Background: an optimization exercise with open tools, aiming at small area. Do not read the settings as production practice.
Function was checked by simulation only, so behaviour that the tests miss may differ from the original.
Power figures rest on the tool's default switching activity, not on a simulated workload.

==> flow/design.v <==
module reg_file_hold (
  input  logic        we,
  input  logic        hold,
  input  logic wd,
  input  logic q,
  output logic d
);
  assign d = (we & wd) | (hold & q);
endmodule
module reg_file_ao3 (
  input  logic        s0,
  input  logic        s1,
  input  logic        s2,
  input  logic d0,
  input  logic d1,
  input  logic d2,
  output logic y_n
);
  assign y_n = ~((s0 & d0) | (s1 & d1) | (s2 & d2));
endmodule
module reg_file #(
  parameter int NUM_RS    = 3,
  parameter int ZERO_REG  = 1,
  parameter int NUM_REG   = 32,
  parameter int REG_WIDTH = 32
) (
  input  logic                                        clk_i,
  input  logic                                        arst_ni,
  input  logic [$clog2(NUM_REG)-1:0]                  rd_addr_i,
  input  logic [REG_WIDTH-1:0]                        rd_data_i,
  input  logic                                        rd_en_i,
  input  logic [NUM_RS-1:0][$clog2(NUM_REG)-1:0]      rs_addr_i,
  output logic [NUM_RS-1:0][REG_WIDTH-1:0]            rs_data_o
);
  logic [31:0] wsel;
  always_comb begin
    for (int r = 0; r < 32; r++) begin
      wsel[r] = rd_en_i && (rd_addr_i == 5'(r)) && (r != 0);
    end
  end
  logic [31:1] valid_q;
  always_ff @(posedge clk_i or negedge arst_ni) begin
    if (!arst_ni) begin
      valid_q <= '0;
    end else begin
      valid_q <= valid_q | wsel[31:1];
    end
  end
  logic [31:1][31:0] data_q, data_d;
  for (genvar r = 1; r < 32; r++) begin : g_hold
    for (genvar b = 0; b < 32; b++) begin : g_bit
      reg_file_hold u_hold (
        .we(wsel[r]), .hold(~wsel[r]), .wd(rd_data_i[b]), .q(data_q[r][b]), .d(data_d[r][b]));
    end
  end
  always_ff @(posedge clk_i) begin
    data_q <= data_d;
  end
  logic [2:0][31:1]      sel;      
  logic [2:0][10:0][31:0] grp_n;   
  for (genvar p = 0; p < 3; p++) begin : g_rd
    for (genvar r = 1; r < 32; r++) begin : g_sel
      assign sel[p][r] = valid_q[r] && (rs_addr_i[p] == 5'(r));
    end
    for (genvar g = 0; g < 10; g++) begin : g_grp
      for (genvar b = 0; b < 32; b++) begin : g_bit
        reg_file_ao3 u_ao3 (
          .s0(sel[p][3*g+1]), .s1(sel[p][3*g+2]), .s2(sel[p][3*g+3]),
          .d0(data_q[3*g+1][b]), .d1(data_q[3*g+2][b]), .d2(data_q[3*g+3][b]),
          .y_n(grp_n[p][g][b]));
      end
    end
    assign grp_n[p][10] = ~({32{sel[p][31]}} & data_q[31]);
    for (genvar b = 0; b < 32; b++) begin : g_bit
      assign rs_data_o[p][b] = ~&{grp_n[p][10][b], grp_n[p][9][b], grp_n[p][8][b],
                                 grp_n[p][7][b], grp_n[p][6][b], grp_n[p][5][b],
                                 grp_n[p][4][b], grp_n[p][3][b], grp_n[p][2][b],
                                 grp_n[p][1][b], grp_n[p][0][b]};
    end
  end
endmodule
Settings: LEC_CHECK=0, CAP_MARGIN=20, CORE_MARGIN=2, CORE_UTILIZATION=30, SLEW_MARGIN=20, SYNTH_HIERARCHICAL=1; clock period 6.0 ns.
run.sh (not shown) runs the stock make flow with config.mk's settings and CLKGATE_MAP_FILE= SYNTH_SCRIPT=/design/flow/synth_recipe.tcl, a recipe that flattens the netlist after the stock synthesis.
The first run produced a layout that fails on setup timing.
Change:
==> flow/flow/run.sh (new file) <==
#!/bin/bash
# Standard layout with two changes: the port buffers are the smallest buffer
# (repair may still upsize them), and clock tree synthesis inserts no dummy loads.
set -euo pipefail
export BUFFER_PORTS_ARGS="-buffer_cell sky130_fd_sc_hd__buf_1"
export CTS_ARGS="-sink_clustering_enable -repair_clock_nets -dont_use_dummy_load"
bash standard.sh > standard.log 2>&1
==> flow/standard.sh (new file) <==
#!/bin/bash
# synth_recipe.tcl (not shown) runs the flow's synth.tcl, then flattens the netlist and writes it again
# the make line also repeats each setting of config.mk as NAME=value (left out here)
make -C /OpenROAD-flow-scripts/flow DESIGN_CONFIG=/design/flow/config.mk WORK_HOME=/design/flow/orfs CLKGATE_MAP_FILE= SYNTH_SCRIPT=/design/flow/synth_recipe.tcl "${@:-finish}"
PLACE_DENSITY = 0.45   (was unset)
SETUP_SLACK_MARGIN = 0.6   (was unset)
removed: flow/run.sh
Effect: With this change the flow produced a clean layout. Setup slack gets better by 470 ps. Maximum frequency climbs by 8.4%. Core utilization drops by 2.3 points. Critical path depth drops by 1. Clock skew stays the same. Sequential power is about the same. Cell count drops by 3.6%. Via count drops by 2.2%. Die area stays the same. Final area drops by 6.0%. Count of clock-buffer cells in the layout drops by 52.
Change:
==> flow/run.sh (new file) <==
#!/bin/bash
# synth_recipe.tcl (not shown) runs the flow's synth.tcl, then flattens the netlist and writes it again
# the make line also repeats each setting of config.mk as NAME=value (left out here)
make -C /OpenROAD-flow-scripts/flow DESIGN_CONFIG=/design/flow/config.mk WORK_HOME=/design/flow/orfs CLKGATE_MAP_FILE= SYNTH_SCRIPT=/design/flow/synth_recipe.tcl finish
SETUP_SLACK_MARGIN = 0.5   (was 0.6)
removed: flow/flow/run.sh
removed: flow/standard.sh
After rerunning: Area after synthesis is unchanged. Register-to-register slack hardly moves. Via count goes up by a few percent. Global-route usage goes up by 1.4 points. Design area goes up by a little under a tenth. Worst setup slack improves by 12 ps.
Change:
==> flow/flow/run.sh (new file) <==
#!/bin/bash
# Standard layout with two changes: the port buffers are the smallest buffer
# (repair may still upsize them), and clock tree synthesis inserts no dummy loads
# and clusters up to 20 flip-flops under each leaf buffer.
set -euo pipefail
export BUFFER_PORTS_ARGS="-buffer_cell sky130_fd_sc_hd__buf_1"
export CTS_ARGS="-sink_clustering_enable -repair_clock_nets -dont_use_dummy_load -sink_clustering_size 20 -sink_clustering_max_diameter 100 -buf_list {sky130_fd_sc_hd__clkbuf_16}"
bash standard.sh > standard.log 2>&1
==> flow/standard.sh (new file) <==
#!/bin/bash
# synth_recipe.tcl (not shown) runs the flow's synth.tcl, then flattens the netlist and writes it again
# the make line also repeats each setting of config.mk as NAME=value (left out here)
make -C /OpenROAD-flow-scripts/flow DESIGN_CONFIG=/design/flow/config.mk WORK_HOME=/design/flow/orfs CLKGATE_MAP_FILE= SYNTH_SCRIPT=/design/flow/synth_recipe.tcl "${@:-finish}"
SETUP_SLACK_MARGIN = 0.4   (was 0.5)
removed: flow/run.sh
=> Power came out lower by 18%; utilization fell by 4.1 points; count of clock-buffer cells in the layout is lower by 127.

-- what the ideal ports hide --
How much do the figures lean on ideal ports? The routed layouts below were timed once more, with nothing changed but the port constraints.
Step 1 assumes that a clkbuf_16 drives the clock port and a buf_2 every other input.
Step 2 moves the port delays by t, midway between the first and last clock arrival at a register: inputs arrive t later, outputs are due t later. That takes back most of the time a late clock gives input paths.
Slacks: ideal / step 1 / step 2; pairs: ideal / step 1.
run	t (ns)	setup WS [ns]	worst setup path after step 2	worst data-port slew with drivers (ns)	pins driven straight from the clock port
the first run	0.818	-0.036 / -0.070 / -0.070	input to output	0.08	1
the second run	0.804	0.430 / 0.376 / 0.376	input to output	0.16	1
the third run	0.833	0.442 / 0.385 / 0.385	input to output	0.09	1
the fourth run	0.791	0.326 / 0.213 / 0.213	input to output	0.16	1
For the fourth run, which loses most, drivers alone change the setup slack by -0.113 ns; drivers and shift together by -0.113 ns.
